Source: an optimization exercise on an open RTL-to-GDS flow (aim: small area, a short achievable clock period and few clock cycles per item). Production flows keep margins and buffers that such runs may drop.
Only simulation tests tie the RTL to the original design; equivalence was not proved.
The flow treats the clock pin as an ideal source. Dropping or thinning the clock tree relies on that and would not hold on a real chip.
Power figures rest on the tool's default switching activity, not on a simulated workload.

before:
// frame_buffer_pool_manager_top
module frame_buffer_pool_manager_top
(
    input  wire logic        clk,
    input  wire logic        rst_n,
    input  wire logic        start,
    output logic             busy,
    input  wire logic [34:0] request,
    output logic             done,
    output logic [44:0]      result
);
    logic       v;
    logic       pn;
    logic       ps;
    logic       cs;
    logic       rt;
    logic       cl;
    logic       rp;
    logic [1:0] idx;
    fbpm_ctrl u_ctrl (
        .clk     (clk),
        .rst_n   (rst_n),
        .start   (start),
        .busy    (busy),
        .request (request),
        .v       (v),
        .pn      (pn),
        .ps      (ps),
        .cs      (cs),
        .rt      (rt),
        .cl      (cl),
        .rp      (rp),
        .idx     (idx)
    );
    fbpm_datapath u_datapath (
        .clk     (clk),
        .rst_n   (rst_n),
        .v       (v),
        .pn      (pn),
        .ps      (ps),
        .cs      (cs),
        .rt      (rt),
        .cl      (cl),
        .rp      (rp),
        .idx     (idx),
        .done    (done),
        .result  (result)
    );
endmodule
Size: about 740 cells after synthesis, roughly 170 flip-flops, ~0.0072 sq mm of cells after synthesis.
clock: 6.0 ns
lec_check: 0
cap_margin: 20
core_margin: 2
core_utilization: 40
setup_slack_margin: 3.6
slew_margin: 20
standard.sh (not shown) runs the stock make flow with config.mk's settings and CLKGATE_MAP_FILE= SYNTH_SCRIPT=/design/flow/synth_recipe.tcl, a recipe that flattens the netlist after the stock synthesis.
==> flow/flow/run.sh <==
#!/bin/bash
# The standard layout, with these ORFS settings changed:
export BUFFER_PORTS_ARGS="-buffer_cell sky130_fd_sc_hd__buf_2"
export CTS_ARGS="-sink_clustering_enable -repair_clock_nets -dont_use_dummy_load -buf_list sky130_fd_sc_hd__clkbuf_8"
bash standard.sh > standard.log 2>&1
Testbench counts of before, summed over its fixed seeds: cycles 9,616, items 9,600.
What after does differently from before at the input level:
diff --git a/flow/config.mk b/flow/config.mk
--- a/flow/config.mk
+++ b/flow/config.mk
@@ -11 +11 @@
-export SETUP_SLACK_MARGIN = 3.6
+export SETUP_SLACK_MARGIN = 3.9
Findings:
Across after and before, the outcome is the same: a clean finish for every run.
Compared with before, in after non-clock buffer count climbed about 7%; hold slack fell by 0.017 ns; combined area of the multi-input logic cells saw an increase; overall routing resource usage picked up an extra 0.43 points.
Higher fraction of met2 tracks used by global routing was reported by after, not before.
Re actual transition at the worst max-transition pin: after and before aren't equal, and the higher value belongs to before.
Changes observed in after relative to before: number of design-rule violations left by the first detailed-router iteration increased by about 25% relative to the old numbers; aggregate routed wire length went up by about 2%; largest net degree at the start of global routing has decreased.

========
frame_buffer_pool_manager_top, a different RTL version from the one above (not shown whole).
For scale: roughly 690 cells after synthesis, about 140 flip-flops, about 85 I/O pins, ~0.0066 mm2 of cells after synthesis.
## frame_buffer_pool_manager_top
module frame_buffer_pool_manager_top
(
    input  wire logic        clk,
    input  wire logic        rst_n,
    input  wire logic        start,
    output logic             busy,
    input  wire logic [34:0] request,
    output logic             done,
    output logic [44:0]      result
);
    logic       v;
    logic       pn;
    logic       ps;
    logic       cs;
    logic       rt;
    logic       cl;
    logic       rp;
    logic [1:0] idx;
    fbpm_ctrl u_ctrl (
        .clk     (clk),
        .rst_n   (rst_n),
        .start   (start),
        .busy    (busy),
        .request (request),
        .v       (v),
        .pn      (pn),
        .ps      (ps),
        .cs      (cs),
        .rt      (rt),
        .cl      (cl),
        .rp      (rp),
        .idx     (idx)
    );
    fbpm_datapath u_datapath (
        .clk     (clk),
        .rst_n   (rst_n),
        .v       (v),
        .pn      (pn),
        .ps      (ps),
        .cs      (cs),
        .rt      (rt),
        .cl      (cl),
        .rp      (rp),
        .idx     (idx),
        .done    (done),
        .result  (result)
    );
endmodule
Settings: LEC_CHECK=0, CAP_MARGIN=20, CORE_MARGIN=2, CORE_UTILIZATION=40, SETUP_SLACK_MARGIN=3.6, SLEW_MARGIN=20; clock period 6.0 ns.
==> flow/flow/run.sh <==
#!/bin/bash
# The standard layout (standard.sh), with two changes:
#  - ports are buffered by buf_2 cells;
#  - the clock tree is flow/cts.tcl's: the clock port drives 4 clkbuf_16
#    cells, each driving one cluster of flip-flops.
# ORFS writes each step's full log under orfs/logs/; make's output goes to
# standard.log.
export BUFFER_PORTS_ARGS="-buffer_cell sky130_fd_sc_hd__buf_2"
export PRE_CTS_TCL="$PWD/flow/cts.tcl"
export MYCTS_NBUF=4
bash standard.sh > standard.log 2>&1
Other scripts of this flow, unchanged in this note and not shown: flow/flow/cts.tcl
Testbench counts at the start, summed over its fixed seeds: cycles 9,616, items 9,600.
Change:
--- a/flow/config.mk
+++ b/flow/config.mk
@@ -9,3 +9,4 @@
 export CORE_MARGIN = 2
-export CORE_UTILIZATION = 40
+export CORE_UTILIZATION = 55
+export PLACE_DENSITY = 0.7
 export SETUP_SLACK_MARGIN = 3.6
What happened:
- setup slack improved by 0.060 ns
- via count grows by 1.7%
- die area shrinks by 27%
- synthesized area does not change
- sequential power stays flat
- synthesized cell count stays the same
- routed wire length shrinks by 5.5%
- fmax grows by 2.6%
- cell count shrinks by 7.5%
In every run of this note, the design's own scripts or RTL, not TritonCTS, make the clock network.

-- port drivers added, routing unchanged --
Ports are ideal in the flow. The routed layouts listed here were re-timed in OpenROAD.
Step 1 assumes that a clkbuf_16 drives the clock port and a buf_2 every other input.
Step 2 times the ports against the registers' clock, not the clock port: input delays grow and output delays shrink by t, the midpoint of the rising clock arrivals with the driver on.
Slacks: ideal / step 1 / step 2; pairs: ideal / step 1.
run	shift t [ns]	setup WS [ns]	worst register clock-pin slew, ns	worst data-port slew with drivers (ns)
before	0.483	3.570 / 3.532 / 3.431	0.11 / 0.11	0.03
after	0.483	3.583 / 3.546 / 3.569	0.11 / 0.11	0.04
the first run of note 2	0.270	3.660 / 3.630 / 3.564	0.13 / 0.13	0.03
the second run of note 2	0.258	3.720 / 3.643 / 3.539	0.12 / 0.12	0.03
After both steps setup and hold are still met in every run listed. The setup slack of the second run of note 2, which loses most, moves by -0.077 ns with the drivers and by -0.181 ns with both steps.
